Context: an optimization exercise on an open-source flow, tuned for small area and a short achievable clock period. The choices shown serve that exercise and are no tape-out recipe. RTL that was checked went through simulation tests only; none was proved equivalent to the original. Only the layout flow was run in run 1; the RTL was not checked for function there. Power and IR drop assume default switching activity.

**flow/flow/run.sh**
```bash
#!/bin/bash
# Layout flow: the standard flow (standard.sh, unchanged synthesis and
# steps), except that the buffers placed on every input and output port are
# sky130_fd_sc_hd__buf_2 rather than the flow's default pick (a delay cell).
set -euo pipefail
export BUFFER_PORTS_ARGS="-buffer_cell sky130_fd_sc_hd__buf_2"
bash standard.sh > standard.log 2>&1
```
**flow/standard.sh**
```bash
#!/bin/bash
# synth_recipe.tcl (not shown) runs the flow's synth.tcl, then flattens the netlist and writes it again
# the make line also repeats each setting of config.mk as NAME=value (left out here)
make -C /OpenROAD-flow-scripts/flow DESIGN_CONFIG=/design/flow/config.mk WORK_HOME=/design/flow/orfs CLKGATE_MAP_FILE= SYNTH_SCRIPT=/design/flow/synth_recipe.tcl "${@:-finish}"
```
**flow/config.mk**
```make
export PLATFORM = sky130hd
export DESIGN_NAME = pe_unit
export DESIGN_NICKNAME = pe_unit
export VERILOG_FILES = /design/flow/design.v
export SDC_FILE = /design/flow/constraint.sdc
export NUM_CORES = 4
export LEC_CHECK = 0
export CAP_MARGIN = 20
export CORE_MARGIN = 2
export CORE_UTILIZATION = 55
export CTS_BUF_LIST = sky130_fd_sc_hd__clkbuf_8
export CTS_CLUSTER_SIZE = 30
export SETUP_SLACK_MARGIN = 2.85
export SLEW_MARGIN = 20
```
**flow/constraint.sdc**
```tcl
create_clock -name core_clock -period 7.0 [get_ports {clk}]
set_input_delay 1.4000 -clock core_clock [delete_from_list [all_inputs] [get_ports {clk}]]
set_output_delay 1.4000 -clock core_clock [all_outputs]
set_load 0.01 [all_outputs]
```
**flow/design.v**
```verilog
`timescale 1ns/1ps
`default_nettype none
module pe_sequencer
(
    input  logic                   clk,
    input  logic                   rst,
    input  logic                   in_valid,
    input  logic [16-1:0] weight_count,
    input  logic [16-1:0] feature_count,
    output logic [4-1:0]   slot_sel,
    output logic [4-1:0]   coord_sel,
    output logic                   busy,
    output logic                   out_valid
);
    localparam logic [1:0] IDLE = 2'd0;
    localparam logic [1:0] RUN  = 2'd1;
    localparam logic [1:0] DONE = 2'd3;
    logic [1:0]             state;
    logic [16-1:0] cycle_cnt;
    logic [16-1:0] cycle_inc;
    logic [16-1:0] weight_cnt;
    logic [16-1:0] next_weight_cnt;
    logic                   accept;
    logic                   weight_we;
    logic                   pass_end;
    logic                   last_pass;
    logic                   slot0_n;
    assign slot_sel[0] = ~slot0_n;
    assign accept = (state == IDLE && in_valid) || state == RUN;
    assign cycle_inc = cycle_cnt + 16'(1);
    assign pass_end  = accept && (cycle_inc == feature_count);
    assign weight_we = accept && (slot_sel != '0);
    always_comb begin
        for (int i = 0; i < 4; i++)
            coord_sel[i] = (cycle_cnt == 16'(i));
    end
    assign busy = (state != IDLE) || in_valid;
    assign next_weight_cnt = weight_we ? weight_cnt + 16'(1) : weight_cnt;
    assign last_pass = (next_weight_cnt >= weight_count);
    always_ff @(posedge clk or posedge rst) begin
        if (rst) begin
            state      <= IDLE;
            cycle_cnt  <= '0;
            weight_cnt <= '0;
            slot0_n    <= 1'b0;
            slot_sel[4-1:1] <= '0;
            out_valid  <= 1'b0;
        end else begin
            weight_cnt <= next_weight_cnt;
            out_valid  <= accept;
            if (accept) begin
                if (pass_end) begin
                    cycle_cnt <= '0;
                    slot0_n   <= 1'b0;
                    slot_sel[4-1:1] <= '0;
                    state     <= last_pass ? DONE : RUN;
                end else begin
                    cycle_cnt <= cycle_inc;
                    slot0_n   <= 1'b1;
                    slot_sel[4-1:1] <= slot_sel[4-2:0];
                    state     <= RUN;
                end
            end
        end
    end
endmodule
`default_nettype wire
`timescale 1ns/1ps
`default_nettype none
module weight_buffer
(
    input  logic                   clk,
    input  logic                   rst,
    input  logic [4-1:0]   slot_sel,
    input  logic [4-1:0]   coord_sel,
    input  logic [(8 + 2*8)-1:0] weight_in,
    output logic [4*(8 + 2*8)-1:0] weights,
    output logic [4*(8 + 2*8)-1:0] weights_next
);
    localparam int EW = (8 + 2*8);
    localparam int C  = 8;
    logic [4*EW-1:0] slots;
    logic [EW-1:0]           entry;
    assign entry = {weight_in[EW-1:2*C], -weight_in[2*C-1:C], -weight_in[C-1:0]};
    always_comb begin
        for (int i = 0; i < 4; i++)
            weights_next[i*EW +: EW] = {slot_sel[i]  ? entry[EW-1:2*C]     : slots[i*EW + 2*C +: EW-2*C],
                                        coord_sel[i] ? entry[2*C-1:0]      : slots[i*EW +: 2*C]};
    end
    always_ff @(posedge clk or posedge rst) begin
        if (rst) begin
            slots <= '0;
        end else begin
            slots <= weights_next;
        end
    end
    assign weights = slots;
endmodule
`default_nettype wire
`timescale 1ns/1ps
`default_nettype none
module feature_window
(
    input  logic                   clk,
    input  logic                   rst,
    input  logic                   busy,
    input  logic [(4*(8 + 2*8))-1:0] feature_in,
    output logic [3*(4*(8 + 2*8))-1:0] window
);
    localparam int GW = (4*(8 + 2*8));
    localparam int CW = 2*4*8;
    localparam int VW = 4*8;
    logic [3*CW-1:0] coords;
    logic [3*VW-1:0] values;
    always_ff @(posedge clk or posedge rst) begin
        if (rst) begin
            coords <= '0;
        end else begin
            coords <= {coords[2*CW-1:0], feature_in[CW-1:0] & {CW{busy}}};
        end
    end
    always_ff @(posedge clk) begin
        values <= {values[2*VW-1:0], feature_in[GW-1:CW]};
    end
    always_comb begin
        for (int d = 0; d < 3; d++)
            window[d*GW +: GW] = {values[d*VW +: VW], coords[d*CW +: CW]};
    end
endmodule
`default_nettype wire
`timescale 1ns/1ps
`default_nettype none
module outer_product_array
(
    input  logic                             clk,
    input  logic [4*(8 + 2*8)-1:0] weights,
    input  logic [4*(8 + 2*8)-1:0] weights_next,
    input  logic [3*(4*(8 + 2*8))-1:0]         window,
    input  logic [(4*(8 + 2*8))-1:0]           feature_in,
    output logic [(4*4*(2*8 + 2*8))-1:0]          result
);
    localparam int W  = 8;
    localparam int C  = 8;
    localparam int L  = 4;
    localparam int N  = L*L;
    localparam int EW = (8 + 2*8);
    localparam int GW = (4*(8 + 2*8));
    logic [4*GW-1:0] src;
    assign src = {window, feature_in};
    logic [N*2*W-1:0] prod_s_d, prod_c_d;
    logic [N*2*W-1:0] prod_b_d, prod_b_q;
    logic [N*4-1:0]   prod_g_d, prod_g_q;
    logic [N*2*W-1:0] prod_q;
    for (genvar i = 0; i < L; i++) begin : g_slot
        for (genvar j = 0; j < L; j++) begin : g_lane
            mul_bw u_mul (
                .a (weights_next[i*EW + 2*C +: W]),
                .b (src[i*GW + 2*L*C + j*W +: W]),
                .s (prod_s_d[(i*L+j)*2*W +: 2*W]),
                .c (prod_c_d[(i*L+j)*2*W +: 2*W])
            );
            blk_pre u_pre (
                .ra (prod_s_d[(i*L+j)*2*W +: 2*W]),
                .rb (prod_c_d[(i*L+j)*2*W +: 2*W]),
                .s0 (prod_b_d[(i*L+j)*2*W +: 2*W]),
                .g  (prod_g_d[(i*L+j)*4 +: 4])
            );
            blk_post u_post (
                .s0 (prod_b_q[(i*L+j)*2*W +: 2*W]),
                .g  (prod_g_q[(i*L+j)*4 +: 4]),
                .p  (prod_q[(i*L+j)*2*W +: 2*W])
            );
        end
    end
    always_ff @(posedge clk) begin
        prod_b_q <= prod_b_d;
        prod_g_q <= prod_g_d;
    end
    logic [2*L*C-1:0] off3_d, off3_q;
    always_comb begin
        for (int j = 0; j < L; j++) begin
            off3_d[L*C + j*C +: C] = src[3*GW + L*C + j*C +: C] + weights_next[3*EW + C +: C];
            off3_d[j*C +: C]       = src[3*GW + j*C +: C] + weights_next[3*EW +: C];
        end
    end
    always_ff @(posedge clk) begin
        off3_q <= off3_d;
    end
    always_comb begin
        result[N*2*C +: N*2*W] = prod_q;
        for (int i = 0; i < L; i++) begin
            for (int j = 0; j < L; j++) begin
                if (i < 3) begin
                    result[N*C + (i*L+j)*C +: C] =
                        window[i*GW + L*C + j*C +: C] + weights[i*EW + C +: C];
                    result[(i*L+j)*C +: C] =
                        window[i*GW + j*C +: C] + weights[i*EW +: C];
                end else begin
                    result[N*C + (i*L+j)*C +: C] = off3_q[L*C + j*C +: C];
                    result[(i*L+j)*C +: C]       = off3_q[j*C +: C];
                end
            end
        end
    end
endmodule
module mul_bw (
    input  logic [7:0]  a,
    input  logic [7:0]  b,
    output logic [15:0] s,
    output logic [15:0] c
);
    logic t1, t2;
    assign t1 = (a[0] & b[6]) ^ (a[1] & b[5]);
    assign t2 = (a[0] & b[6]) & (a[1] & b[5]);
    logic t3, t4;
    assign t3 = ~(a[0] & b[7]) ^ (a[1] & b[6]) ^ (a[2] & b[5]);
    assign t4 = (~(a[0] & b[7]) & (a[1] & b[6])) | (~(a[0] & b[7]) & (a[2] & b[5])) | ((a[1] & b[6]) & (a[2] & b[5]));
    logic t5, t6;
    assign t5 = (a[3] & b[4]) ^ (a[4] & b[3]);
    assign t6 = (a[3] & b[4]) & (a[4] & b[3]);
    logic t7, t8;
    assign t7 = ~(a[1] & b[7]) ^ (a[2] & b[6]) ^ (a[3] & b[5]);
    assign t8 = (~(a[1] & b[7]) & (a[2] & b[6])) | (~(a[1] & b[7]) & (a[3] & b[5])) | ((a[2] & b[6]) & (a[3] & b[5]));
    logic t9, t10;
    assign t9 = (a[4] & b[4]) ^ (a[5] & b[3]) ^ (a[6] & b[2]);
    assign t10 = ((a[4] & b[4]) & (a[5] & b[3])) | ((a[4] & b[4]) & (a[6] & b[2])) | ((a[5] & b[3]) & (a[6] & b[2]));
    logic t11, t12;
    assign t11 = ~(a[2] & b[7]) ^ (a[3] & b[6]) ^ (a[4] & b[5]);
    assign t12 = (~(a[2] & b[7]) & (a[3] & b[6])) | (~(a[2] & b[7]) & (a[4] & b[5])) | ((a[3] & b[6]) & (a[4] & b[5]));
    logic t13, t14;
    assign t13 = (a[0] & b[4]) ^ (a[1] & b[3]);
    assign t14 = (a[0] & b[4]) & (a[1] & b[3]);
    logic t15, t16;
    assign t15 = (a[0] & b[5]) ^ (a[1] & b[4]) ^ (a[2] & b[3]);
    assign t16 = ((a[0] & b[5]) & (a[1] & b[4])) | ((a[0] & b[5]) & (a[2] & b[3])) | ((a[1] & b[4]) & (a[2] & b[3]));
    logic t17, t18;
    assign t17 = (a[3] & b[2]) ^ (a[4] & b[1]);
    assign t18 = (a[3] & b[2]) & (a[4] & b[1]);
    logic t19, t20;
    assign t19 = t1 ^ (a[2] & b[4]) ^ (a[3] & b[3]);
    assign t20 = (t1 & (a[2] & b[4])) | (t1 & (a[3] & b[3])) | ((a[2] & b[4]) & (a[3] & b[3]));
    logic t21, t22;
    assign t21 = (a[4] & b[2]) ^ (a[5] & b[1]) ^ (a[6] & b[0]);
    assign t22 = ((a[4] & b[2]) & (a[5] & b[1])) | ((a[4] & b[2]) & (a[6] & b[0])) | ((a[5] & b[1]) & (a[6] & b[0]));
    logic t23, t24;
    assign t23 = t3 ^ t5 ^ (a[5] & b[2]);
    assign t24 = (t3 & t5) | (t3 & (a[5] & b[2])) | (t5 & (a[5] & b[2]));
    logic t25, t26;
    assign t25 = (a[6] & b[1]) ^ ~(a[7] & b[0]) ^ t2;
    assign t26 = ((a[6] & b[1]) & ~(a[7] & b[0])) | ((a[6] & b[1]) & t2) | (~(a[7] & b[0]) & t2);
    logic t27, t28;
    assign t27 = t7 ^ t9 ^ ~(a[7] & b[1]);
    assign t28 = (t7 & t9) | (t7 & ~(a[7] & b[1])) | (t9 & ~(a[7] & b[1]));
    logic t29, t30;
    assign t29 = t4 ^ t6 ^ 1'b1;
    assign t30 = (t4 & t6) | (t4 & 1'b1) | (t6 & 1'b1);
    logic t31, t32;
    assign t31 = t11 ^ (a[5] & b[4]) ^ (a[6] & b[3]);
    assign t32 = (t11 & (a[5] & b[4])) | (t11 & (a[6] & b[3])) | ((a[5] & b[4]) & (a[6] & b[3]));
    logic t33, t34;
    assign t33 = ~(a[7] & b[2]) ^ t8 ^ t10;
    assign t34 = (~(a[7] & b[2]) & t8) | (~(a[7] & b[2]) & t10) | (t8 & t10);
    logic t35, t36;
    assign t35 = ~(a[3] & b[7]) ^ (a[4] & b[6]) ^ (a[5] & b[5]);
    assign t36 = (~(a[3] & b[7]) & (a[4] & b[6])) | (~(a[3] & b[7]) & (a[5] & b[5])) | ((a[4] & b[6]) & (a[5] & b[5]));
    logic t37, t38;
    assign t37 = (a[6] & b[4]) ^ ~(a[7] & b[3]) ^ t12;
    assign t38 = ((a[6] & b[4]) & ~(a[7] & b[3])) | ((a[6] & b[4]) & t12) | (~(a[7] & b[3]) & t12);
    logic t39, t40;
    assign t39 = ~(a[4] & b[7]) ^ (a[5] & b[6]) ^ (a[6] & b[5]);
    assign t40 = (~(a[4] & b[7]) & (a[5] & b[6])) | (~(a[4] & b[7]) & (a[6] & b[5])) | ((a[5] & b[6]) & (a[6] & b[5]));
    logic t41, t42;
    assign t41 = (a[0] & b[3]) ^ (a[1] & b[2]);
    assign t42 = (a[0] & b[3]) & (a[1] & b[2]);
    logic t43, t44;
    assign t43 = t13 ^ (a[2] & b[2]) ^ (a[3] & b[1]);
    assign t44 = (t13 & (a[2] & b[2])) | (t13 & (a[3] & b[1])) | ((a[2] & b[2]) & (a[3] & b[1]));
    logic t45, t46;
    assign t45 = t15 ^ t17 ^ (a[5] & b[0]);
    assign t46 = (t15 & t17) | (t15 & (a[5] & b[0])) | (t17 & (a[5] & b[0]));
    logic t47, t48;
    assign t47 = t19 ^ t21 ^ t16;
    assign t48 = (t19 & t21) | (t19 & t16) | (t21 & t16);
    logic t49, t50;
    assign t49 = t23 ^ t25 ^ t20;
    assign t50 = (t23 & t25) | (t23 & t20) | (t25 & t20);
    logic t51, t52;
    assign t51 = t27 ^ t29 ^ t24;
    assign t52 = (t27 & t29) | (t27 & t24) | (t29 & t24);
    logic t53, t54;
    assign t53 = t31 ^ t33 ^ t28;
    assign t54 = (t31 & t33) | (t31 & t28) | (t33 & t28);
    logic t55, t56;
    assign t55 = t35 ^ t37 ^ t32;
    assign t56 = (t35 & t37) | (t35 & t32) | (t37 & t32);
    logic t57, t58;
    assign t57 = t39 ^ ~(a[7] & b[4]) ^ t36;
    assign t58 = (t39 & ~(a[7] & b[4])) | (t39 & t36) | (~(a[7] & b[4]) & t36);
    logic t59, t60;
    assign t59 = ~(a[5] & b[7]) ^ (a[6] & b[6]) ^ ~(a[7] & b[5]);
    assign t60 = (~(a[5] & b[7]) & (a[6] & b[6])) | (~(a[5] & b[7]) & ~(a[7] & b[5])) | ((a[6] & b[6]) & ~(a[7] & b[5]));
    logic t61, t62;
    assign t61 = (a[0] & b[2]) ^ (a[1] & b[1]);
    assign t62 = (a[0] & b[2]) & (a[1] & b[1]);
    logic t63, t64;
    assign t63 = t41 ^ (a[2] & b[1]) ^ (a[3] & b[0]);
    assign t64 = (t41 & (a[2] & b[1])) | (t41 & (a[3] & b[0])) | ((a[2] & b[1]) & (a[3] & b[0]));
    logic t65, t66;
    assign t65 = t43 ^ (a[4] & b[0]) ^ t42;
    assign t66 = (t43 & (a[4] & b[0])) | (t43 & t42) | ((a[4] & b[0]) & t42);
    logic t67, t68;
    assign t67 = t45 ^ t14 ^ t44;
    assign t68 = (t45 & t14) | (t45 & t44) | (t14 & t44);
    logic t69, t70;
    assign t69 = t47 ^ t18 ^ t46;
    assign t70 = (t47 & t18) | (t47 & t46) | (t18 & t46);
    logic t71, t72;
    assign t71 = t49 ^ t22 ^ t48;
    assign t72 = (t49 & t22) | (t49 & t48) | (t22 & t48);
    logic t73, t74;
    assign t73 = t51 ^ t26 ^ t50;
    assign t74 = (t51 & t26) | (t51 & t50) | (t26 & t50);
    logic t75, t76;
    assign t75 = t53 ^ t30 ^ t52;
    assign t76 = (t53 & t30) | (t53 & t52) | (t30 & t52);
    logic t77, t78;
    assign t77 = t55 ^ t34 ^ t54;
    assign t78 = (t55 & t34) | (t55 & t54) | (t34 & t54);
    logic t79, t80;
    assign t79 = t57 ^ t38 ^ t56;
    assign t80 = (t57 & t38) | (t57 & t56) | (t38 & t56);
    logic t81, t82;
    assign t81 = t59 ^ t40 ^ t58;
    assign t82 = (t59 & t40) | (t59 & t58) | (t40 & t58);
    logic t83, t84;
    assign t83 = ~(a[6] & b[7]) ^ ~(a[7] & b[6]) ^ t60;
    assign t84 = (~(a[6] & b[7]) & ~(a[7] & b[6])) | (~(a[6] & b[7]) & t60) | (~(a[7] & b[6]) & t60);
    assign s[0] = (a[0] & b[0]);
    assign c[0] = 1'b0;
    assign s[1] = (a[0] & b[1]);
    assign c[1] = (a[1] & b[0]);
    assign s[2] = t61;
    assign c[2] = (a[2] & b[0]);
    assign s[3] = t63;
    assign c[3] = t62;
    assign s[4] = t65;
    assign c[4] = t64;
    assign s[5] = t67;
    assign c[5] = t66;
    assign s[6] = t69;
    assign c[6] = t68;
    assign s[7] = t71;
    assign c[7] = t70;
    assign s[8] = t73;
    assign c[8] = t72;
    assign s[9] = t75;
    assign c[9] = t74;
    assign s[10] = t77;
    assign c[10] = t76;
    assign s[11] = t79;
    assign c[11] = t78;
    assign s[12] = t81;
    assign c[12] = t80;
    assign s[13] = t83;
    assign c[13] = t82;
    assign s[14] = (a[7] & b[7]);
    assign c[14] = t84;
    assign s[15] = 1'b1;
    assign c[15] = 1'b0;
endmodule
module blk_pre (
    input  logic [15:0] ra,
    input  logic [15:0] rb,
    output logic [15:0] s0,
    output logic [3:0]  g
);
    logic [3:0] t0;
    assign t0 = {1'b0, ra[2:0]} + {1'b0, rb[2:0]};
    assign s0[2:0] = t0[2:0];
    assign g[0] = t0[3];
    logic [3:0] t1;
    assign t1 = {1'b0, ra[5:3]} + {1'b0, rb[5:3]};
    assign s0[5:3] = t1[2:0];
    assign g[1] = t1[3];
    logic [3:0] t2;
    assign t2 = {1'b0, ra[8:6]} + {1'b0, rb[8:6]};
    assign s0[8:6] = t2[2:0];
    assign g[2] = t2[3];
    logic [3:0] t3;
    assign t3 = {1'b0, ra[11:9]} + {1'b0, rb[11:9]};
    assign s0[11:9] = t3[2:0];
    assign g[3] = t3[3];
    logic [4:0] t4;
    assign t4 = {1'b0, ra[15:12]} + {1'b0, rb[15:12]};
    assign s0[15:12] = t4[3:0];
endmodule
module blk_post (
    input  logic [15:0] s0,
    input  logic [3:0]  g,
    output logic [15:0] p
);
    logic [4:0] pr, c;
    assign pr[0] = &s0[2:0];
    assign pr[1] = &s0[5:3];
    assign pr[2] = &s0[8:6];
    assign pr[3] = &s0[11:9];
    assign pr[4] = &s0[15:12];
    assign c[0] = 1'b0;
    assign c[1] = (g[0]);
    assign c[2] = (g[1]) | (g[0] & pr[1]);
    assign c[3] = (g[2]) | (g[1] & pr[2]) | (g[0] & pr[1] & pr[2]);
    assign c[4] = (g[3]) | (g[2] & pr[3]) | (g[1] & pr[2] & pr[3]) | (g[0] & pr[1] & pr[2] & pr[3]);
    assign p[2:0] = s0[2:0] + {2'b0, c[0]};
    assign p[5:3] = s0[5:3] + {2'b0, c[1]};
    assign p[8:6] = s0[8:6] + {2'b0, c[2]};
    assign p[11:9] = s0[11:9] + {2'b0, c[3]};
    assign p[15:12] = s0[15:12] + {3'b0, c[4]};
endmodule
`default_nettype wire
`timescale 1ns/1ps
`default_nettype none
module pe_unit
(
    input  logic                   clk,
    input  logic                   rst,
    input  logic                   in_valid,
    input  logic [16-1:0] weight_count,
    input  logic [16-1:0] feature_count,
    input  logic [(8 + 2*8)-1:0] weight_in,
    input  logic [(4*(8 + 2*8))-1:0] feature_in,
    output logic                   out_valid,
    output logic [(4*4*(2*8 + 2*8))-1:0] result
);
    logic [4-1:0]             slot_sel;
    logic [4-1:0]             coord_sel;
    logic                             busy;
    logic [4*(8 + 2*8)-1:0] weights;
    logic [4*(8 + 2*8)-1:0] weights_next;
    logic [3*(4*(8 + 2*8))-1:0]         window;
    pe_sequencer u_sequencer (
        .clk           (clk),
        .rst           (rst),
        .in_valid      (in_valid),
        .weight_count  (weight_count),
        .feature_count (feature_count),
        .slot_sel      (slot_sel),
        .coord_sel     (coord_sel),
        .busy          (busy),
        .out_valid     (out_valid)
    );
    weight_buffer u_weight_buffer (
        .clk          (clk),
        .rst          (rst),
        .slot_sel     (slot_sel),
        .coord_sel    (coord_sel),
        .weight_in    (weight_in),
        .weights      (weights),
        .weights_next (weights_next)
    );
    feature_window u_feature_window (
        .clk        (clk),
        .rst        (rst),
        .busy       (busy),
        .feature_in (feature_in),
        .window     (window)
    );
    outer_product_array u_outer_product_array (
        .clk          (clk),
        .weights      (weights),
        .weights_next (weights_next),
        .window       (window),
        .feature_in   (feature_in),
        .result       (result)
    );
endmodule
`default_nettype wire
```
==> impl_metrics.py, run 1 <==
metrics = {
    "cells_and_area": {
        "nFillCells": 8618,
        "final_cell_mix": "inv_1 (1036), buf_2 (633), ha_1 (589)",
        "design_area_mm2": 0.0743,
        "drive_gt1_share_pct": 27.4,
        "final_util_pct": 68.1,
        "multiInputGateArea_mm2": 0.0412,
        "nets": 8417,
        "syn_to_final_growth_pct": 22.8,
        "register_area_mm2": 0.0178,
        "final_common_cell": "inv_1",
    },
    "flow_run": {
        "maxCapViolations": 0,
    },
    "synth": {
        "synth_edf_count": 0,
        "ys.flop_type": "dfxtp_1",
        "syn-num-nets": 7451,
        "netlist_area_mm2": 0.0605,
        "ys.warnings.count": 4,
        "synth_cells": 5929,
        "yosysUniqueCellTypes": 57,
        "synthArstFlopShare_pct": 40.5,
        "syn_area_per_cell_um2": 10.2,
        "ys_ff_latch": 807,
        "ys_seq_area_share_pct": 29.4,
    },
    "pwr": {
        "power.leakage_nw": 38.0,
        "p_per_area_mw_per_mm2": 337,
        "p_sw_share_pct": 41.0,
        "power.share.clock_pct": 19.8,
        "internal_power_w": 0.0148,
        "p_comb_share_pct": 53.8,
        "p_sw_w": 0.0102,
        "vdd_drop_max_v": 0.000289,
        "seqPwrFrac_pct": 26.4,
    },
    "sta": {
        "fmax_ghz": 0.229,
        "skew_ps": 41.4,
        "whs_ps": 359,
        "post-route-min-period_ps": 4370,
        "fin_tns_setup_ps": 0,
        "finalHoldViolCount": 0,
        "final_max_slew_viol_count": 0,
        "setup_viol": 0,
        "fin_crit_sh_pct": 62.4,
        "rsz0062_at_grt": "true",
        "worst_pin_slew_ps": 1020,
        "slew_headroom_pct": 31.4,
    },
    "setup_path": {
        "regToRegEndpoint": "u_outer_product_array.prod_b_q[122]",
        "path_cells": "buf_6 -> clkinvlp_4 -> fa_2 -> nor2b_2 -> o21ai_2 -> a21oi_2 -> o21a_1 -> nor2_1 -> xnor2_2 -> buf_2",
        "r2r_cells": 15,
        "cp_max_fo": 4,
        "cpPeakStageDelay_ps": 410,
        "crit_path_end_kind": "primary output",
        "critical_path_arrival_ps": 2970,
        "crit_slowest_cell": "dfrtp_2",
        "timing.rr.start": "u_sequencer.slot_sel[1]",
        "startpoint_type": "flop",
        "cp.required_ps": 5600,
        "critical-path-top-delay-family": "buffers and inverters",
        "worstSetupPathType": "reg2out",
        "crit_buf_inv": 3,
        "r2r_slack_ps": 2770,
    },
    "route": {
        "vias_per_cell": 5.31,
        "drt-pass1-iter-count": 5,
        "drtIter0Drc": 2398,
        "vias": 44824,
        "ant_nets": 0,
        "drt-wirelength-per-cell_um": 20.9,
        "wirelength_um": 177000,
        "drc": 0,
    },
    "placement": {
        "dpl.hpwl_um": 123000,
        "numPortBuffers": 667,
        "placed_area_mm2": 0.0656,
        "gp_congestion": 0.938,
    },
    "grt": {
        "grt_overflow": 0,
        "grt_max_degree": 153,
        "grt_pass1_vias": 46290,
        "grt_pass1_wl_um": 265000,
        "track_usage_pct": 31.3,
        "antenna_found_initial": 29,
    },
    "floorplanning": {
        "placementRows": 121,
        "dieWidth_um": 336,
        "start_util_pct": 55.5,
        "coreArea_mm2": 0.109,
        "die-area_mm2": 0.113,
        "die_y_um": 336,
        "ios": 668,
    },
    "hold_path": {
        "hold_depth": 0,
        "min_to": "u_feature_window.coords[94]",
        "hold_start": "u_feature_window.coords[30]",
        "hold_class": "reg2reg",
    },
    "clock_tree": {
        "clock-sinks": 807,
        "clockRootBuffer": "clkbuf_8",
        "clockBufferDepth": 3,
        "cts_made_buffers": 148,
        "clock_latency_ps": 860,
        "clk_pin_slew_worst_paths_ps": 60,
        "cts_tree": "yes",
        "ctsHoldBuffers": 0,
        "htreeDepth": 4,
    },
    "run_status": {
        "outcome": "timing/DRC/antenna clean",
    },
}
[worst max-delay path by stage]
stage / from / to / slack, ps / depth (start not counted)
after global placement: weight_in[22] / u_outer_product_array.prod_b_q[90] / 1580 / 14
final: u_weight_buffer.slots[57] / result[214] / 2630 / 10
after global routing: u_weight_buffer.slots[25] / result[55] / 2540 / 9
after detailed placement: weight_in[22] / u_outer_product_array.prod_b_q[90] / 1500 / 14
after floorplan: rst / u_feature_window.coords[0] / 1240 / 1
after CTS: u_weight_buffer.slots[25] / result[47] / 2510 / 8
[layout make-up]
type / instances / share of cell area [%]
multi-input combinational: 3901 / 55.5
sequential: 807 / 24.0
timing repair buffer: 955 / 8.19
inverter: 1082 / 5.49
clock buffer: 182 / 3.37
tap: 1414 / 2.38
clock inverter: 90 / 1.04
antenna: 15 / 0.0505
[metrics by stage]
step	std cells	setup WS, ps	total power [W]
after floorplan	5929	1240	0.0152
final	8446	2630	0.0250
after global placement	7837	1580	0.0188
after CTS	8342	2510	0.0248
after global routing	8440	2540	0.0272
after detailed placement	7839	1500	0.0191
[power groups by stage]
stage          Sequential [W]  Clock [W]  Combinational, W
2_1_floorplan         0.00636          0           0.00888
3_3_place_gp          0.00658          0            0.0122
3_5_place_dp          0.00659          0            0.0125
4_1_cts               0.00656    0.00506            0.0132
5_1_grt               0.00670    0.00527            0.0152
6_report              0.00660    0.00496            0.0134
[state kept, by name (all words and copies together) (netlist names), 2 cells and up]
register,cells
u_outer_product_array.prod_b_q,256
u_feature_window.coords,192
u_feature_window.values,96
u_weight_buffer.slots,96
u_outer_product_array.off3_q,64
u_outer_product_array.prod_g_q,64
u_sequencer.cycle_cnt,16
u_sequencer.weight_cnt,16
u_sequencer.slot_sel,3
u_sequencer.state,2
[logic make-up (layout without fill, tap and decap cells)]
family	Yosys count	after routing	share of synthesized area, %
xor+xnor	386	386	5.59
other cells	0	15	0
mux	73	117	1.35
flops	807	807	29.4
simple gates	1565	1565	13.3
compound gates	466	466	5.53
fa+ha+maj	1367	1367	36.6
buf+inv	1265	2309	8.18
[routing by layer]
metal	GRT usage, %	wire length [um]	vias to the layer above
li1	-	-	20374
met1	40.4	72400	22406
met2	51.0	83100	1572
met3	6.51	13000	446
met4	13.8	8290	26
met5	0	161	-
[cells in the mapped netlist (all sizes together) (2+ instances only)]
cell	count	area, um^2
nor2	196	736
a21o	147	1100
and4	2	17.5
nor2b	98	613
mux2i	3	30.0
nand2	508	1910
a21boi	36	270
dfrtp	327	8180
fa	672	13500
a41o	48	480
and2	564	3530
o41ai	9	78.8
ha	695	8700
buf	66	445
xnor2	266	2330
nor4	10	120
nor3b	20	150
or4	3	26.3
nand4	9	86.3
o41a	24	270
o21a	33	248
dfxtp	480	9610
mux2	70	788
and3	17	106
a31oi	2	12.5
nor3	57	295
nand3	41	218
or3	2	13.8
nand2b	34	213
a21oi	81	405
o21ai	72	360
xor2	120	1050
clkbuf	117	440
a211oi	4	30.0
inv	1082	4060
o31ai	3	22.5
or2	3	18.8
[timing repair]
action | CTS | global route
pin swaps | 165 | 218
setup buffers | 196 | 80
gates resized for setup | 342 | 290
setup endpoints to repair | 212 | 188
cloned | 35 | 9
==> inputs of run 2 (changes only) <==
--- a/flow/design.v
+++ b/flow/design.v
@@ -12,2 +12,3 @@
     output logic                   busy,
+    output logic                   idle,
     output logic                   out_valid
@@ -27,2 +28,4 @@
     logic                   slot0_n;
+    logic                   coord0_n;
+    logic [16-1:0] next_cycle_cnt;
     assign slot_sel[0] = ~slot0_n;
@@ -32,7 +35,6 @@
     assign weight_we = accept && (slot_sel != '0);
-    always_comb begin
-        for (int i = 0; i < 4; i++)
-            coord_sel[i] = (cycle_cnt == 16'(i));
-    end
+    assign next_cycle_cnt = !accept ? cycle_cnt : pass_end ? '0 : cycle_inc;
+    assign coord_sel[0]   = ~coord0_n;
     assign busy = (state != IDLE) || in_valid;
+    assign idle = (state == IDLE);
     assign next_weight_cnt = weight_we ? weight_cnt + 16'(1) : weight_cnt;
@@ -46,4 +48,9 @@
             slot_sel[4-1:1] <= '0;
+            coord0_n   <= 1'b0;
+            coord_sel[4-1:1] <= '0;
             out_valid  <= 1'b0;
         end else begin
+            coord0_n   <= (next_cycle_cnt != '0);
+            for (int i = 1; i < 4; i++)
+                coord_sel[i] <= (next_cycle_cnt == 16'(i));
             weight_cnt <= next_weight_cnt;
@@ -83,3 +90,3 @@
     logic [EW-1:0]           entry;
-    assign entry = {weight_in[EW-1:2*C], -weight_in[2*C-1:C], -weight_in[C-1:0]};
+    assign entry = weight_in;
     always_comb begin
@@ -104,26 +111,12 @@
     input  logic                   clk,
-    input  logic                   rst,
-    input  logic                   busy,
     input  logic [(4*(8 + 2*8))-1:0] feature_in,
-    output logic [3*(4*(8 + 2*8))-1:0] window
+    output logic [3*4*8-1:0] values
 );
-    localparam int GW = (4*(8 + 2*8));
     localparam int CW = 2*4*8;
     localparam int VW = 4*8;
-    logic [3*CW-1:0] coords;
-    logic [3*VW-1:0] values;
-    always_ff @(posedge clk or posedge rst) begin
-        if (rst) begin
-            coords <= '0;
-        end else begin
-            coords <= {coords[2*CW-1:0], feature_in[CW-1:0] & {CW{busy}}};
-        end
-    end
+    logic [3*VW-1:0] stages;
     always_ff @(posedge clk) begin
-        values <= {values[2*VW-1:0], feature_in[GW-1:CW]};
-    end
-    always_comb begin
-        for (int d = 0; d < 3; d++)
-            window[d*GW +: GW] = {values[d*VW +: VW], coords[d*CW +: CW]};
+        stages <= {stages[2*VW-1:0], feature_in[CW +: VW]};
     end
+    assign values = stages;
 endmodule
@@ -135,5 +128,8 @@
     input  logic                             clk,
+    input  logic                             rst,
+    input  logic                             busy,
+    input  logic                             idle,
     input  logic [4*(8 + 2*8)-1:0] weights,
     input  logic [4*(8 + 2*8)-1:0] weights_next,
-    input  logic [3*(4*(8 + 2*8))-1:0]         window,
+    input  logic [3*4*8-1:0] values,
     input  logic [(4*(8 + 2*8))-1:0]           feature_in,
@@ -147,4 +143,5 @@
     localparam int GW = (4*(8 + 2*8));
-    logic [4*GW-1:0] src;
-    assign src = {window, feature_in};
+    localparam int VW = L*W;
+    logic [4*VW-1:0] src;
+    assign src = {values, feature_in[2*L*C +: VW]};
     logic [N*2*W-1:0] prod_s_d, prod_c_d;
@@ -157,3 +154,3 @@
                 .a (weights_next[i*EW + 2*C +: W]),
-                .b (src[i*GW + 2*L*C + j*W +: W]),
+                .b (src[i*VW + j*W +: W]),
                 .s (prod_s_d[(i*L+j)*2*W +: 2*W]),
@@ -178,11 +175,28 @@
     end
-    logic [2*L*C-1:0] off3_d, off3_q;
+    logic [4*2*L*C-1:0] off_d, off_q;
+    logic [3*2*C-1:0]   delta;
     always_comb begin
-        for (int j = 0; j < L; j++) begin
-            off3_d[L*C + j*C +: C] = src[3*GW + L*C + j*C +: C] + weights_next[3*EW + C +: C];
-            off3_d[j*C +: C]       = src[3*GW + j*C +: C] + weights_next[3*EW +: C];
+        for (int d = 0; d < 3; d++) begin
+            for (int f = 0; f < 2; f++) begin
+                delta[d*2*C + f*C +: C] =
+                    (idle && d == 0 ? C'(0) : weights[d*EW + f*C +: C]) -
+                    weights_next[(d+1)*EW + f*C +: C];
+            end
+        end
+        for (int f = 0; f < 2; f++) begin
+            for (int j = 0; j < L; j++) begin
+                off_d[f*L*C + j*C +: C] = busy ?
+                    feature_in[f*L*C + j*C +: C] - weights_next[f*C +: C] : C'(0);
+                for (int d = 0; d < 3; d++)
+                    off_d[(d+1)*2*L*C + f*L*C + j*C +: C] =
+                        off_q[d*2*L*C + f*L*C + j*C +: C] + delta[d*2*C + f*C +: C];
+            end
         end
     end
-    always_ff @(posedge clk) begin
-        off3_q <= off3_d;
+    always_ff @(posedge clk or posedge rst) begin
+        if (rst) begin
+            off_q <= '0;
+        end else begin
+            off_q <= off_d;
+        end
     end
@@ -192,11 +206,4 @@
             for (int j = 0; j < L; j++) begin
-                if (i < 3) begin
-                    result[N*C + (i*L+j)*C +: C] =
-                        window[i*GW + L*C + j*C +: C] + weights[i*EW + C +: C];
-                    result[(i*L+j)*C +: C] =
-                        window[i*GW + j*C +: C] + weights[i*EW +: C];
-                end else begin
-                    result[N*C + (i*L+j)*C +: C] = off3_q[L*C + j*C +: C];
-                    result[(i*L+j)*C +: C]       = off3_q[j*C +: C];
-                end
+                result[N*C + (i*L+j)*C +: C] = off_q[i*2*L*C + L*C + j*C +: C];
+                result[(i*L+j)*C +: C]       = off_q[i*2*L*C + j*C +: C];
             end
@@ -438,3 +445,4 @@
     logic [4*(8 + 2*8)-1:0] weights_next;
-    logic [3*(4*(8 + 2*8))-1:0]         window;
+    logic                             idle;
+    logic [3*4*8-1:0] values;
     pe_sequencer u_sequencer (
@@ -448,2 +456,3 @@
         .busy          (busy),
+        .idle          (idle),
         .out_valid     (out_valid)
@@ -461,6 +470,4 @@
         .clk        (clk),
-        .rst        (rst),
-        .busy       (busy),
         .feature_in (feature_in),
-        .window     (window)
+        .values     (values)
     );
@@ -468,5 +475,8 @@
         .clk          (clk),
+        .rst          (rst),
+        .busy         (busy),
+        .idle         (idle),
         .weights      (weights),
         .weights_next (weights_next),
-        .window       (window),
+        .values       (values),
         .feature_in   (feature_in),
--- a/flow/config.mk
+++ b/flow/config.mk
@@ -14 +14,2 @@
 export SLEW_MARGIN = 20
+export TNS_END_PERCENT = 20
==> impl_metrics.py, run 2 <==
metrics = {
    "run_status": {
        "outcome": "timing/DRC/antenna clean",
    },
    "sta": {
        "fmax_ghz": 0.231,
        "setup_viol": 0,
        "finalHoldViolCount": 0,
        "worst_pin_slew_ps": 1000,
        "rsz0062_at_grt": "true",
        "final_max_slew_viol_count": 0,
        "fin_crit_sh_pct": 61.9,
        "skew_ps": 43.1,
        "post-route-min-period_ps": 4330,
        "slew_headroom_pct": 32.7,
        "fin_tns_setup_ps": 0,
    },
    "setup_path": {
        "cp_max_fo": 11,
        "crit_path_end_kind": "flop",
        "critical_path_arrival_ps": 5070,
        "startpoint_type": "primary input",
        "worstSetupPathType": "in2reg",
        "r2r_cells": 15,
        "cp.required_ps": 7740,
    },
    "synth": {
        "netlist_area_mm2": 0.0619,
        "syn_area_per_cell_um2": 10.3,
        "ys_seq_area_share_pct": 29.4,
        "synth_edf_count": 0,
        "ys.flop_type": "dfxtp_1",
        "ys_ff_latch": 811,
        "yosys.area.top_type": "fa_1",
        "syn-num-nets": 7602,
        "yosys-top-cells-area": "fa_1 (22%), dfrtp_1 (16%), ha_1 (15%)",
        "synthArstFlopShare_pct": 48.7,
        "yosys-top-cells-count": "inv_1 (1106), ha_1 (732), fa_1 (678), and2_1 (584), nand2_1 (583)",
        "synth_cells": 6037,
        "synth_top_area_share_pct": 21.9,
        "ys.warnings.count": 4,
        "yosysMostFrequentCell": "inv_1",
        "yosysUniqueCellTypes": 60,
    },
    "clock_tree": {
        "htreeDepth": 4,
        "clk_pin_slew_worst_paths_ps": 60,
        "clock_latency_ps": 850,
        "cts_made_buffers": 147,
        "ctsHoldBuffers": 0,
        "clockRootBuffer": "clkbuf_8",
        "clock-sinks": 811,
        "clockBufferDepth": 3,
        "cts_tree": "yes",
    },
    "flow_run": {
        "maxCapViolations": 0,
    },
    "grt": {
        "antenna_found_initial": 53,
        "track_usage_pct": 31.7,
        "grt_overflow": 0,
        "grt_pass1_wl_um": 275000,
        "grt_pass1_vias": 46172,
        "grt_max_degree": 156,
    },
    "placement": {
        "gp_congestion": 0.936,
        "placed_area_mm2": 0.0664,
        "numPortBuffers": 667,
        "place_inst": 8035,
        "dpl.hpwl_um": 131000,
    },
    "pwr": {
        "power.leakage_nw": 38.6,
        "power_w": 0.0261,
        "vdd_drop_max_v": 0.000296,
        "p_per_area_mw_per_mm2": 360,
    },
    "route": {
        "drt-pass1-iter-count": 5,
        "vias": 45142,
        "ant_nets": 0,
        "drtIter0Drc": 2894,
        "vias_per_cell": 5.29,
        "wirelength_um": 183000,
        "drt-wirelength-per-cell_um": 21.4,
        "drc": 0,
    },
    "cells_and_area": {
        "drive_gt1_share_pct": 19.1,
        "nets": 8456,
        "final_cell_mix": "inv_1 (1130), ha_1 (707), buf_2 (660)",
        "reg_top3": "u_outer_product_array.off_q: 256 flops, u_outer_product_array.prod_b_q: 256 flops",
        "syn_to_final_growth_pct": 16.9,
        "final_common_cell": "inv_1",
        "register_area_mm2": 0.0182,
        "multiInputGateArea_mm2": 0.0398,
        "nFillCells": 9453,
        "final_util_pct": 64.6,
        "design_area_mm2": 0.0724,
        "final_cells": 8529,
    },
    "floorplanning": {
        "start_util_pct": 55.2,
        "coreArea_mm2": 0.112,
        "die-area_mm2": 0.115,
        "dieWidth_um": 339,
        "ios": 668,
        "die_y_um": 339,
        "placementRows": 123,
    },
    "hold_path": {
        "hold_depth": 1,
        "hold_class": "reg2reg",
    },
}
[run 2: cell families after synthesis]
| family | share of synthesized area [%] |
|---|---|
| compound gates | 6.73 |
| xor+xnor | 6.07 |
| fa+ha+maj | 36.7 |
| buf+inv | 8.18 |
| flops | 29.4 |
| mux | 1.61 |
| simple gates | 11.2 |
[run 2: final timing paths]
check / start / end / slack, ps
max in group asynchronous: rst / u_sequencer.coord_sel[2] / 4640
setup reg to reg: u_sequencer.slot_sel[1] / u_outer_product_array.prod_b_q[122] / 2680
hold reg to reg: u_sequencer.weight_cnt[15] / u_sequencer.weight_cnt[15] / 480
setup / recovery: weight_in[19] / u_outer_product_array.prod_b_q[122] / 2670
min in group asynchronous: rst / u_outer_product_array.off_q[161] / 630
hold / removal: u_sequencer.weight_cnt[15] / u_sequencer.weight_cnt[15] / 480
[run 2: metrics by stage]
stage	worst slack, ps	hold WS, ps
after floorplan	284	394
after global placement	1380	467
after detailed placement	1360	471
after CTS	2640	483
after global routing	2610	514
final	2670	483
[run 2: timing repair]
item	4_1_cts	5_1_grt
setup endpoints to repair	152	155
cloned	33	9
buffers inserted	114	51
pin swaps	44	98
gates resized for setup	112	160
[run 2: per-layer routing]
layer | track usage [%] | vias up | wire length, um
li1 | - | 20604 | -
met1 | 41.7 | 22452 | 75400
met2 | 51.3 | 1658 | 85200
met3 | 6.18 | 412 | 13800
met4 | 13.4 | 16 | 8210
met5 | 0 | - | 110
[run 2: power breakdown]
group	switching (W)	internal [W]	total (W)
Combinational	0.00766	0.00615	0.0138
Sequential	0.00114	0.00629	0.00743
Clock	0.00213	0.00270	0.00483
[run 2: cell type report]
class / count / share of cell area (%)
diodes: 20 / 0.0692
multi-input cells: 3974 / 55.0
clock buffers: 180 / 3.42
well taps: 1500 / 2.59
flip-flops and latches: 811 / 25.2
repair buffers: 851 / 7.06
clock inverters: 87 / 0.925
inverters: 1106 / 5.74
[run 2: critical path, cell delays in order]
cell and delay [ps]:
buf_12 140, mux2_4 360, buf_6 170, buf_12 120
and2_4 150, fa_2 360, fa_1 480, inv_1 50
fa_1 490, inv_1 50, fa_1 490, ha_2 200
inv_2 40, fa_2 510, inv_1 40
==> inputs of run 3 (changes only) <==
--- a/flow/config.mk
+++ b/flow/config.mk
@@ -14,2 +14 @@
 export SLEW_MARGIN = 20
-export TNS_END_PERCENT = 20
==> impl_metrics.py, run 3 <==
metrics = {
    "setup_path": {
        "crit_path_end_kind": "flop",
        "startpoint_type": "primary input",
        "crit_start": "weight_in[19]",
        "crit_buf_inv": 5,
        "crit_slowest_cell": "fa_2",
        "worstSetupPathType": "in2reg",
        "cp_max_fo": 11,
        "critical-path-top-delay-family": "adder cells",
        "critical_path_arrival_ps": 4980,
        "cp.required_ps": 7740,
        "timing.rr.start": "u_sequencer.slot_sel[1]",
        "cpPeakStageDelay_ps": 540,
        "path_cells": "buf_12 -> mux2_8 -> and2_4 -> fa_1 -> inv_2 -> fa_1 -> fa_2 -> inv_2 -> fa_2 -> ha_4 -> inv_2 -> fa_2 -> inv_2",
        "crit_top_cell": "inv_2",
    },
    "synth": {
        "yosysUniqueCellTypes": 60,
        "synth_top_area_share_pct": 21.9,
        "ys_seq_area_share_pct": 29.4,
        "syn_area_per_cell_um2": 10.3,
        "synth_cells": 6037,
        "ys.warnings.count": 4,
        "synth_edf_count": 0,
        "yosysMostFrequentCell": "inv_1",
        "yosys.area.top_type": "fa_1",
        "yosys-top-cells-count": "inv_1 (1106), ha_1 (732), fa_1 (678), and2_1 (584), nand2_1 (583)",
        "syn-num-nets": 7602,
        "ys_ff_latch": 811,
        "ys.flop_type": "dfxtp_1",
        "netlist_area_mm2": 0.0619,
        "yosys-top-cells-area": "fa_1 (22%), dfrtp_1 (16%), ha_1 (15%)",
        "synthArstFlopShare_pct": 48.7,
    },
    "cells_and_area": {
        "design_area_mm2": 0.0732,
        "nets": 8466,
        "final_cell_mix": "inv_1 (1097), buf_2 (658), ha_1 (655)",
        "reg_top3": "u_outer_product_array.off_q: 256 flops, u_outer_product_array.prod_b_q: 256 flops",
        "drive_gt1_share_pct": 21.3,
        "final_common_cell": "inv_1",
        "syn_to_final_growth_pct": 18.4,
    },
    "floorplanning": {
        "ios": 668,
        "coreArea_mm2": 0.112,
        "dieWidth_um": 339,
        "start_util_pct": 55.2,
        "placementRows": 123,
        "die-area_mm2": 0.115,
        "die_y_um": 339,
    },
    "route": {
        "ant_nets": 0,
        "drt-wirelength-per-cell_um": 21.5,
        "drtIter0Drc": 2458,
        "drt-pass1-iter-count": 5,
        "vias": 45284,
        "wirelength_um": 184000,
        "drc": 0,
        "vias_per_cell": 5.30,
    },
    "pwr": {
        "p_sw_w": 0.0112,
        "vdd_drop_max_v": 0.000292,
        "power.leakage_nw": 38.6,
        "seqPwrFrac_pct": 28.1,
        "p_per_area_mw_per_mm2": 364,
        "p_comb_share_pct": 53.7,
        "power.share.clock_pct": 18.2,
        "internal_power_w": 0.0154,
        "p_sw_share_pct": 42.1,
    },
    "grt": {
        "grt_overflow": 0,
        "grt_max_degree": 166,
        "track_usage_pct": 31.6,
        "grt_pass1_wl_um": 275000,
        "grt_pass1_vias": 46747,
        "antenna_found_initial": 40,
    },
    "placement": {
        "placed_area_mm2": 0.0671,
        "numPortBuffers": 667,
        "dpl.hpwl_um": 129000,
        "gp_congestion": 0.919,
    },
    "clock_tree": {
        "clock-sinks": 811,
        "cts_tree": "yes",
        "clockRootBuffer": "clkbuf_8",
        "clk_pin_slew_worst_paths_ps": 60,
        "ctsHoldBuffers": 0,
        "clock_latency_ps": 860,
        "htreeDepth": 4,
        "clockBufferDepth": 3,
        "cts_made_buffers": 151,
    },
    "sta": {
        "setup_viol": 0,
        "slew_headroom_pct": 32.5,
        "final_max_slew_viol_count": 0,
        "post-route-min-period_ps": 4230,
        "rsz0062_at_grt": "true",
        "skew_ps": 45.3,
        "worst_pin_slew_ps": 1010,
        "fin_tns_setup_ps": 0,
        "finalHoldViolCount": 0,
        "fin_crit_sh_pct": 60.5,
        "fmax_ghz": 0.236,
    },
    "flow_run": {
        "maxCapViolations": 0,
    },
    "hold_path": {
        "hold_class": "reg2reg",
        "hold_start": "u_feature_window.stages[52]",
    },
    "run_status": {
        "outcome": "timing/DRC/antenna clean",
    },
}
run 3: worst reg2reg max path, cell delays in order (launching register included):
cell and delay, ps:
dfrtp_4 490, buf_4 210, mux2_4 390, and2_1 220
fa_2 480, fa_1 550, inv_1 50, fa_1 460
fa_1 430, inv_1 80, ha_2 190, inv_2 40
fa_2 510, inv_1 40
run 3: final cells by class:
type / count / area [um^2]
clock buffer: 186 / 2560
tap: 1500 / 1880
inverter: 1106 / 4160
antenna: 29 / 72.6
fill: 9406 / 38800
multi-input combinational: 3975 / 40600
clock inverter: 89 / 633
sequential: 811 / 18200
timing repair buffer: 856 / 5130
run 3: final timing paths:
check,endpoint,slack (ps),cells past startpoint
worst max-delay path,u_outer_product_array.prod_b_q[106],2770,13
worst min-delay path,u_feature_window.stages[84],480,0
worst max register to register,u_outer_product_array.prod_b_q[74],2790,13
worst min register to register,u_feature_window.stages[84],480,0
max in group asynchronous,u_outer_product_array.off_q[2],5070,3
min in group asynchronous,u_outer_product_array.off_q[102],640,2
run 3: timing repair:
action | 4_1_cts | 5_1_grt
cloned | 32 | 12
buffers inserted | 69 | 106
gates resized for setup | 75 | 139
pin swaps | 23 | 90
endpoints found under the setup margin | 148 | 137
run 3: power groups by stage:
stage	Sequential, W	Clock (W)	Combinational, W
after global placement	0.00748	0	0.0134
after floorplan	0.00735	0	0.00942
after global routing	0.00762	0.00517	0.0162
final	0.00748	0.00485	0.0143
after CTS	0.00745	0.00496	0.0140
after detailed placement	0.00748	0	0.0137
run 3: through the flow:
stage	total power, W	hold slack, ps	instances	util (%)	setup slack, ps
finish	0.0267	478	8552	65.4	2770
global route	0.0290	493	8540	65.3	2700
CTS	0.0264	468	8405	63.9	2730
detailed placement	0.0212	474	8029	59.9	1420
global placement	0.0209	467	8029	59.9	1480
floorplan	0.0168	394	6037	-	284
run 3: per-layer routing:
| layer | wire (um) | track usage, % | vias to the layer above |
|---|---|---|---|
| li1 | - | - | 20606 |
| met1 | 73400 | 40.3 | 22622 |
| met2 | 86800 | 51.8 | 1601 |
| met3 | 14700 | 7.04 | 437 |
| met5 | 129 | 0 | - |
| met4 | 8680 | 13.9 | 18 |
run 3: cell families after synthesis:
logic type / count (synthesis) / synth area share (%)
fa+ha+maj: 1410 / 36.7
simple gates: 1388 / 11.2
buf+inv: 1294 / 8.18
flops: 811 / 29.4
compound gates: 623 / 6.73
xor+xnor: 417 / 6.07
mux: 94 / 1.61
==> inputs of run 4 (changes only) <==
--- a/flow/config.mk
+++ b/flow/config.mk
@@ -10,4 +10,2 @@
 export CORE_UTILIZATION = 55
-export CTS_BUF_LIST = sky130_fd_sc_hd__clkbuf_8
-export CTS_CLUSTER_SIZE = 30
 export SETUP_SLACK_MARGIN = 2.85
==> impl_metrics.py, run 4 <==
metrics = {
    "synth": {
        "yosys-top-cells-count": "inv_1 (1106), ha_1 (732), fa_1 (678), and2_1 (584), nand2_1 (583)",
        "yosys-top-cells-area": "fa_1 (22%), dfrtp_1 (16%), ha_1 (15%)",
        "yosys.area.top_type": "fa_1",
        "yosysMostFrequentCell": "inv_1",
        "synth_edf_count": 0,
        "ys_ff_latch": 811,
        "synthArstFlopShare_pct": 48.7,
        "synth_cells": 6037,
        "ys.warnings.count": 4,
        "yosysUniqueCellTypes": 60,
        "syn-num-nets": 7602,
        "ys_seq_area_share_pct": 29.4,
        "synth_top_area_share_pct": 21.9,
        "syn_area_per_cell_um2": 10.3,
        "netlist_area_mm2": 0.0619,
        "ys.flop_type": "dfxtp_1",
    },
    "sta": {
        "finalHoldViolCount": 0,
        "worst_pin_slew_ps": 924,
        "rsz0062_at_grt": "true",
        "whs_ps": 482,
        "setup_viol": 0,
        "post-route-min-period_ps": 4330,
        "skew_ps": 22.0,
        "final_max_slew_viol_count": 0,
        "fmax_ghz": 0.231,
        "fin_ws_ps": 2670,
        "fin_tns_setup_ps": 0,
        "fin_crit_sh_pct": 61.9,
        "slew_headroom_pct": 36.6,
    },
    "placement": {
        "gp_congestion": 0.919,
        "numPortBuffers": 667,
        "dpl.hpwl_um": 129000,
        "placed_area_mm2": 0.0671,
        "pre_cts_ws_ps": 1420,
    },
    "setup_path": {
        "cp.required_ps": 7580,
        "critical-path-top-delay-family": "adder cells",
        "worstSetupPathType": "in2reg",
        "crit_slowest_cell": "fa_2",
        "path_cells": "buf_16 -> mux2_4 -> and2_4 -> fa_1 -> inv_1 -> fa_1 -> fa_2 -> inv_2 -> fa_2 -> ha_4 -> inv_2 -> fa_2 -> inv_2",
        "cp.depth": 13,
        "startpoint_type": "primary input",
        "crit_buf_inv": 5,
        "cp_max_fo": 7,
        "critical_path_arrival_ps": 4910,
        "crit_path_end_kind": "flop",
        "r2r_cells": 12,
        "cpPeakStageDelay_ps": 540,
    },
    "cells_and_area": {
        "design_area_mm2": 0.0732,
        "drive_gt1_share_pct": 20.8,
        "nFillCells": 9349,
        "reg_top3": "u_outer_product_array.off_q: 256 flops, u_outer_product_array.prod_b_q: 256 flops",
        "final_common_cell": "inv_1",
        "final_cell_mix": "inv_1 (1033), ha_1 (659), buf_2 (659)",
        "nets": 8398,
        "syn_to_final_growth_pct": 18.4,
    },
    "floorplanning": {
        "coreArea_mm2": 0.112,
        "dieWidth_um": 339,
        "die_y_um": 339,
        "ios": 668,
        "die-area_mm2": 0.115,
        "start_util_pct": 55.2,
        "placementRows": 123,
    },
    "pwr": {
        "p_sw_share_pct": 41.1,
        "p_per_area_mw_per_mm2": 371,
        "power_w": 0.0271,
        "p_comb_share_pct": 53.0,
        "seqPwrFrac_pct": 27.5,
        "power.leakage_nw": 38.3,
        "power.share.clock_pct": 19.5,
        "p_sw_w": 0.0112,
        "vdd_drop_max_v": 0.000286,
        "internal_power_w": 0.0160,
    },
    "route": {
        "vias_per_cell": 5.30,
        "ant_nets": 0,
        "wirelength_um": 182000,
        "drc": 0,
        "drt-pass1-iter-count": 7,
        "drt-wirelength-per-cell_um": 21.6,
        "drtIter0Drc": 2459,
        "vias": 44699,
    },
    "hold_path": {
        "hold_depth": 1,
        "hold_class": "reg2reg",
    },
    "clock_tree": {
        "clock_latency_ps": 690,
        "clock-sinks": 811,
        "clk_pin_slew_worst_paths_ps": 60,
        "cts_tree": "yes",
        "htreeDepth": 3,
        "clockRootBuffer": "clkbuf_16",
        "cts_made_buffers": 96,
        "clockBufferDepth": 3,
    },
    "grt": {
        "grt_pass1_wl_um": 276000,
        "grt_overflow": 0,
        "grt_max_degree": 166,
        "antenna_found_initial": 39,
        "track_usage_pct": 31.6,
        "grt_pass1_vias": 46622,
    },
    "run_status": {
        "outcome": "timing/DRC/antenna clean",
    },
    "flow_run": {
        "maxCapViolations": 0,
    },
}
run 4: cell counts after synthesis:
No cell type changed its count.
run 4: final timing paths:
path                                            start                                  end  slack (ps)
max                                     weight_in[20]  u_outer_product_array.prod_b_q[106]        2670
min                        u_sequencer.weight_cnt[15]           u_sequencer.weight_cnt[15]         480
max reg2reg                   u_sequencer.slot_sel[1]  u_outer_product_array.prod_b_q[106]        2780
min reg2reg                u_sequencer.weight_cnt[15]           u_sequencer.weight_cnt[15]         480
max in group asynchronous                         rst             u_sequencer.coord_sel[1]        4890
min in group asynchronous                         rst     u_outer_product_array.off_q[102]         810
run 4: through the flow:
step / util [%] / cells
after floorplan: - / 6037
after global placement: 59.9 / 8029
after detailed placement: 59.9 / 8029
after CTS: 64.6 / 8369
after global routing: 65.4 / 8424
final: 65.4 / 8431
run 4: power groups by stage:
stage | logic, W | registers [W] | clock network [W]
4_1_cts | 0.0143 | 0.00744 | 0.00538
3_3_place_gp | 0.0134 | 0.00748 | 0
5_1_grt | 0.0163 | 0.00760 | 0.00558
6_report | 0.0144 | 0.00746 | 0.00530
2_1_floorplan | 0.00942 | 0.00735 | 0
3_5_place_dp | 0.0137 | 0.00748 | 0
run 4: final cells by class:
class / count / area, um^2 / area share [%]
diodes: 19 / 47.5 / 0.0649
clock buffers: 135 / 2810 / 3.84
clock inverters: 42 / 538 / 0.735
inverters: 1106 / 4160 / 5.68
multi-input cells: 3972 / 40500 / 55.3
flip-flops and latches: 811 / 18200 / 24.9
well taps: 1500 / 1880 / 2.56
repair buffers: 846 / 5040 / 6.88
run 4: cell families (layout without fill, tap and decap cells):
kind of cell	after synthesis	count (layout)	share of synthesized area (%)
adders and majority gates	1410	1410	36.7
and+or+nand+nor	1388	1389	11.2
buffers and inverters	1294	2129	8.18
DFF	811	811	29.4
AOI/OAI and AO/OA	623	623	6.73
xor gates and xnor gates	417	417	6.07
muxes	94	133	1.61
other	0	19	0
run 4: what timing repair did:
item / CTS / global route
endpoints found under the hold margin: 0 / 0
buffers inserted: 127 / 38
pin swaps: 81 / 111
hold buffers: 0 / 0
cloned: 36 / 5
resized for setup: 136 / 110
setup endpoints to repair: 148 / 139
run 4: layer usage:
| metal | wire length, um | track usage [%] | share of wire, % | vias to the layer above |
|---|---|---|---|---|
| met2 | 87200 | 53.1 | 48 | 1484 |
| met4 | 7290 | 12.0 | 4.0 | 18 |
| li1 | - | - | - | 20444 |
| met5 | 136 | 0 | 0.075 | - |
| met1 | 73800 | 40.8 | 41 | 22397 |
| met3 | 13400 | 5.76 | 7.4 | 356 |
==> inputs of run 5 (changes only) <==
--- a/flow/design.v
+++ b/flow/design.v
@@ -148,3 +148,3 @@
     logic [N*2*W-1:0] prod_b_d, prod_b_q;
-    logic [N*4-1:0]   prod_g_d, prod_g_q;
+    logic [N*5-1:0]   prod_g_d, prod_g_q;
     logic [N*2*W-1:0] prod_q;
@@ -162,3 +162,3 @@
                 .s0 (prod_b_d[(i*L+j)*2*W +: 2*W]),
-                .g  (prod_g_d[(i*L+j)*4 +: 4])
+                .g  (prod_g_d[(i*L+j)*5 +: 5])
             );
@@ -166,3 +166,3 @@
                 .s0 (prod_b_q[(i*L+j)*2*W +: 2*W]),
-                .g  (prod_g_q[(i*L+j)*4 +: 4]),
+                .g  (prod_g_q[(i*L+j)*5 +: 5]),
                 .p  (prod_q[(i*L+j)*2*W +: 2*W])
@@ -381,3 +381,3 @@
     output logic [15:0] s0,
-    output logic [3:0]  g
+    output logic [4:0]  g
 );
@@ -391,13 +391,17 @@
     assign g[1] = t1[3];
-    logic [3:0] t2;
-    assign t2 = {1'b0, ra[8:6]} + {1'b0, rb[8:6]};
-    assign s0[8:6] = t2[2:0];
-    assign g[2] = t2[3];
-    logic [3:0] t3;
-    assign t3 = {1'b0, ra[11:9]} + {1'b0, rb[11:9]};
-    assign s0[11:9] = t3[2:0];
-    assign g[3] = t3[3];
-    logic [4:0] t4;
-    assign t4 = {1'b0, ra[15:12]} + {1'b0, rb[15:12]};
-    assign s0[15:12] = t4[3:0];
+    logic [2:0] t2;
+    assign t2 = {1'b0, ra[7:6]} + {1'b0, rb[7:6]};
+    assign s0[7:6] = t2[1:0];
+    assign g[2] = t2[2];
+    logic [2:0] t3;
+    assign t3 = {1'b0, ra[9:8]} + {1'b0, rb[9:8]};
+    assign s0[9:8] = t3[1:0];
+    assign g[3] = t3[2];
+    logic [3:0] t4;
+    assign t4 = {1'b0, ra[12:10]} + {1'b0, rb[12:10]};
+    assign s0[12:10] = t4[2:0];
+    assign g[4] = t4[3];
+    logic [3:0] t5;
+    assign t5 = {1'b0, ra[15:13]} + {1'b0, rb[15:13]};
+    assign s0[15:13] = t5[2:0];
 endmodule
@@ -405,11 +409,12 @@
     input  logic [15:0] s0,
-    input  logic [3:0]  g,
+    input  logic [4:0]  g,
     output logic [15:0] p
 );
-    logic [4:0] pr, c;
+    logic [5:0] pr, c;
     assign pr[0] = &s0[2:0];
     assign pr[1] = &s0[5:3];
-    assign pr[2] = &s0[8:6];
-    assign pr[3] = &s0[11:9];
-    assign pr[4] = &s0[15:12];
+    assign pr[2] = &s0[7:6];
+    assign pr[3] = &s0[9:8];
+    assign pr[4] = &s0[12:10];
+    assign pr[5] = &s0[15:13];
     assign c[0] = 1'b0;
@@ -419,7 +424,9 @@
     assign c[4] = (g[3]) | (g[2] & pr[3]) | (g[1] & pr[2] & pr[3]) | (g[0] & pr[1] & pr[2] & pr[3]);
+    assign c[5] = (g[4]) | (g[3] & pr[4]) | (g[2] & pr[3] & pr[4]) | (g[1] & pr[2] & pr[3] & pr[4]) | (g[0] & pr[1] & pr[2] & pr[3] & pr[4]);
     assign p[2:0] = s0[2:0] + {2'b0, c[0]};
     assign p[5:3] = s0[5:3] + {2'b0, c[1]};
-    assign p[8:6] = s0[8:6] + {2'b0, c[2]};
-    assign p[11:9] = s0[11:9] + {2'b0, c[3]};
-    assign p[15:12] = s0[15:12] + {3'b0, c[4]};
+    assign p[7:6] = s0[7:6] + {1'b0, c[2]};
+    assign p[9:8] = s0[9:8] + {1'b0, c[3]};
+    assign p[12:10] = s0[12:10] + {2'b0, c[4]};
+    assign p[15:13] = s0[15:13] + {2'b0, c[5]};
 endmodule
--- a/flow/config.mk
+++ b/flow/config.mk
@@ -9,3 +9,5 @@
 export CORE_MARGIN = 2
-export CORE_UTILIZATION = 55
+export CORE_UTILIZATION = 65
+export CTS_BUF_LIST = sky130_fd_sc_hd__clkbuf_8
+export CTS_CLUSTER_SIZE = 30
 export SETUP_SLACK_MARGIN = 2.85
==> impl_metrics.py, run 5 <==
metrics = {
    "synth": {
        "synth_xor_area_share_pct": 6.03,
        "ys_seq_area_share_pct": 30.3,
        "synth_cells": 5824,
        "yosys.area.top_type": "fa_1",
        "ys.flop_type": "dfxtp_1",
        "synth_compound_area_share_pct": 5.83,
        "yosysUniqueCellTypes": 60,
        "netlist_area_mm2": 0.0612,
        "syn_area_per_cell_um2": 10.5,
        "synth_simple_gate_area_share_pct": 11.9,
        "syn-num-nets": 7357,
        "synthAdderAreaFrac_pct": 36.7,
        "synthMuxAreaShare_pct": 1.66,
        "synth_top_family_by_area": "adder cells",
        "synthArstFlopShare_pct": 47.8,
        "yosysMostFrequentCell": "inv_1",
        "ys_ff_latch": 827,
        "yosys-top-cells-count": "inv_1 (993), fa_1 (694), ha_1 (684), and2_1 (607), nand2_1 (488)",
        "yosys-top-cells-area": "fa_1 (23%), dfrtp_1 (16%), dfxtp_1 (14%)",
        "synth_edf_count": 0,
        "ys.warnings.count": 4,
        "synth_top_area_share_pct": 22.7,
    },
    "clock_tree": {
        "ctsHoldBuffers": 0,
        "htreeDepth": 4,
        "clk_pin_slew_worst_paths_ps": 50,
        "cts_tree": "yes",
        "clock_latency_ps": 870,
        "clock-sinks": 827,
        "clockRootBuffer": "clkbuf_8",
        "cts_made_buffers": 148,
        "clockBufferDepth": 3,
    },
    "sta": {
        "rsz0062_at_grt": "true",
        "finalHoldViolCount": 0,
        "slew_headroom_pct": 33.2,
        "fin_ws_ps": 2780,
        "fmax_ghz": 0.237,
        "setup_viol": 0,
        "fin_crit_sh_pct": 60.2,
        "fin_tns_setup_ps": 0,
        "final_max_slew_viol_count": 0,
        "post-route-min-period_ps": 4220,
        "skew_ps": 39.6,
        "worst_pin_slew_ps": 995,
    },
    "floorplanning": {
        "ios": 668,
        "die_y_um": 311,
        "coreArea_mm2": 0.0933,
        "dieWidth_um": 311,
        "placementRows": 112,
        "die-area_mm2": 0.0967,
        "start_util_pct": 65.6,
    },
    "hold_path": {
        "hold_class": "reg2reg",
        "hold_depth": 2,
    },
    "placement": {
        "pre_cts_ws_ps": 1700,
        "dpl.hpwl_um": 125000,
        "placed_area_mm2": 0.0660,
        "gp_congestion": 0.949,
        "numPortBuffers": 667,
    },
    "grt": {
        "grt_overflow": 0,
        "track_usage_pct": 36.1,
        "antenna_found_initial": 38,
        "grt_max_degree": 112,
        "grt_pass1_wl_um": 265000,
        "grt_pass1_vias": 46056,
    },
    "setup_path": {
        "r2r_cells": 11,
        "worstSetupPathType": "reg2out",
        "crit_path_end_kind": "primary output",
        "cp_max_fo": 2,
        "startpoint_type": "flop",
        "cp.required_ps": 5600,
        "critical_path_arrival_ps": 2820,
    },
    "route": {
        "drt-wirelength-per-cell_um": 22.2,
        "wirelength_um": 179000,
        "vias_per_cell": 5.60,
        "vias": 45233,
        "drtIter0Drc": 2969,
        "drc": 0,
        "drt-pass1-iter-count": 5,
        "ant_nets": 0,
    },
    "cells_and_area": {
        "syn_to_final_growth_pct": 18.0,
        "reg_top3": "u_outer_product_array.off_q: 256 flops, u_outer_product_array.prod_b_q: 256 flops",
        "final_common_cell": "inv_1",
        "drive_gt1_share_pct": 22.7,
        "final_cell_mix": "inv_1 (1009), buf_2 (648), fa_1 (593), ha_1 (593), and2_1 (551)",
        "nets": 8206,
        "design_area_mm2": 0.0723,
        "final_util_pct": 77.4,
    },
    "pwr": {
        "power_w": 0.0407,
        "power.leakage_nw": 37.4,
        "vdd_drop_max_v": 0.000376,
        "p_per_area_mw_per_mm2": 564,
    },
    "run_status": {
        "outcome": "timing/DRC/antenna clean",
    },
    "flow_run": {
        "maxCapViolations": 0,
    },
}
## run 5: cell types whose count changed in the layout (fill, tap and decap cells not counted), sizes merged, moves of 20 or more
cell | previous run | this run
nand2 | 583 | 488
a21oi | 201 | 131
inv | 1109 | 1049
clkbuf | 136 | 191
ha | 732 | 684
o21bai | 58 | 22
nor2b | 14 | 44
a31o | 9 | 32
and2 | 584 | 607
o21ai | 75 | 52
nor2 | 94 | 114
nor3 | 30 | 50
## run 5: critical path: stages (launching register included)
cell and delay (ps):
dfxtp_1 310, a41o_1 290, a31o_4 250, a31o_4 230
a41o_1 180, ha_2 190, ha_4 170, xor2_4 200
buf_6 140
## run 5: worst paths after layout
path,slack (ps),endpoint,startpoint
max,2780,result[415],u_outer_product_array.prod_g_q[45]
min,490,u_weight_buffer.slots[76],u_weight_buffer.slots[76]
max reg2reg,2850,u_outer_product_array.prod_b_q[137],u_sequencer.slot_sel[2]
min reg2reg,490,u_weight_buffer.slots[76],u_weight_buffer.slots[76]
max in group asynchronous,4960,u_sequencer.weight_cnt[14],rst
min in group asynchronous,530,u_outer_product_array.off_q[22],rst
## run 5: cell type report
cell class | instances | area (um^2)
Multi-Input combinational cell | 3867 | 40300
Fill cell | 6400 | 21100
Sequential cell | 827 | 18600
Timing Repair Buffer | 836 | 4860
Inverter | 993 | 3730
Clock buffer | 188 | 2590
Tap cell | 1254 | 1570
Clock inverter | 82 | 618
Antenna cell | 24 | 60.1
## run 5: report_power, final
| part | leakage (nW) | internal [W] | switching, W |
|---|---|---|---|
| Combinational | 27.2 | 0.0123 | 0.0149 |
| Clock | 1.83 | 0.00273 | 0.00217 |
| Sequential | 8.35 | 0.00717 | 0.00146 |
## run 5: metrics by stage
step / hold slack [ps] / instances
global route: 512 / 8065
global placement: 466 / 7571
detailed placement: 472 / 7571
CTS: 485 / 7934
floorplan: 394 / 5824
finish: 486 / 8071
## run 5: logic make-up after synthesis
kind of cell | count (synthesis)
compound gates | 518
xor+xnor | 415
simple gates | 1411
mux | 96
buf+inv | 1179
flops | 827
fa+ha+maj | 1378
## run 5: per-layer routing
| metal | wire [um] | GRT usage, % | share of wire [%] | vias to the layer above |
|---|---|---|---|---|
| li1 | - | - | - | 19967 |
| met1 | 68400 | 46.2 | 38 | 22506 |
| met2 | 83500 | 58.1 | 47 | 2131 |
| met3 | 16700 | 8.12 | 9.3 | 611 |
| met4 | 10700 | 18.1 | 6.0 | 18 |
| met5 | 105 | 0 | 0.058 | - |
## run 5: timing repair
item,in CTS,in global routing
buffers inserted,67,90
cloned,26,23
pin swaps,94,42
endpoints found under the setup margin,178,144
resized for setup,141,84

Re-timed with assumed drivers on the ports (clkbuf_16 on the clock, buf_2 on other inputs), run 5 has 2.706 ns of setup slack against 2.783 ns with ideal ports, and 1.867 ns once port delays also move by the mid clock arrival of 0.921 ns.
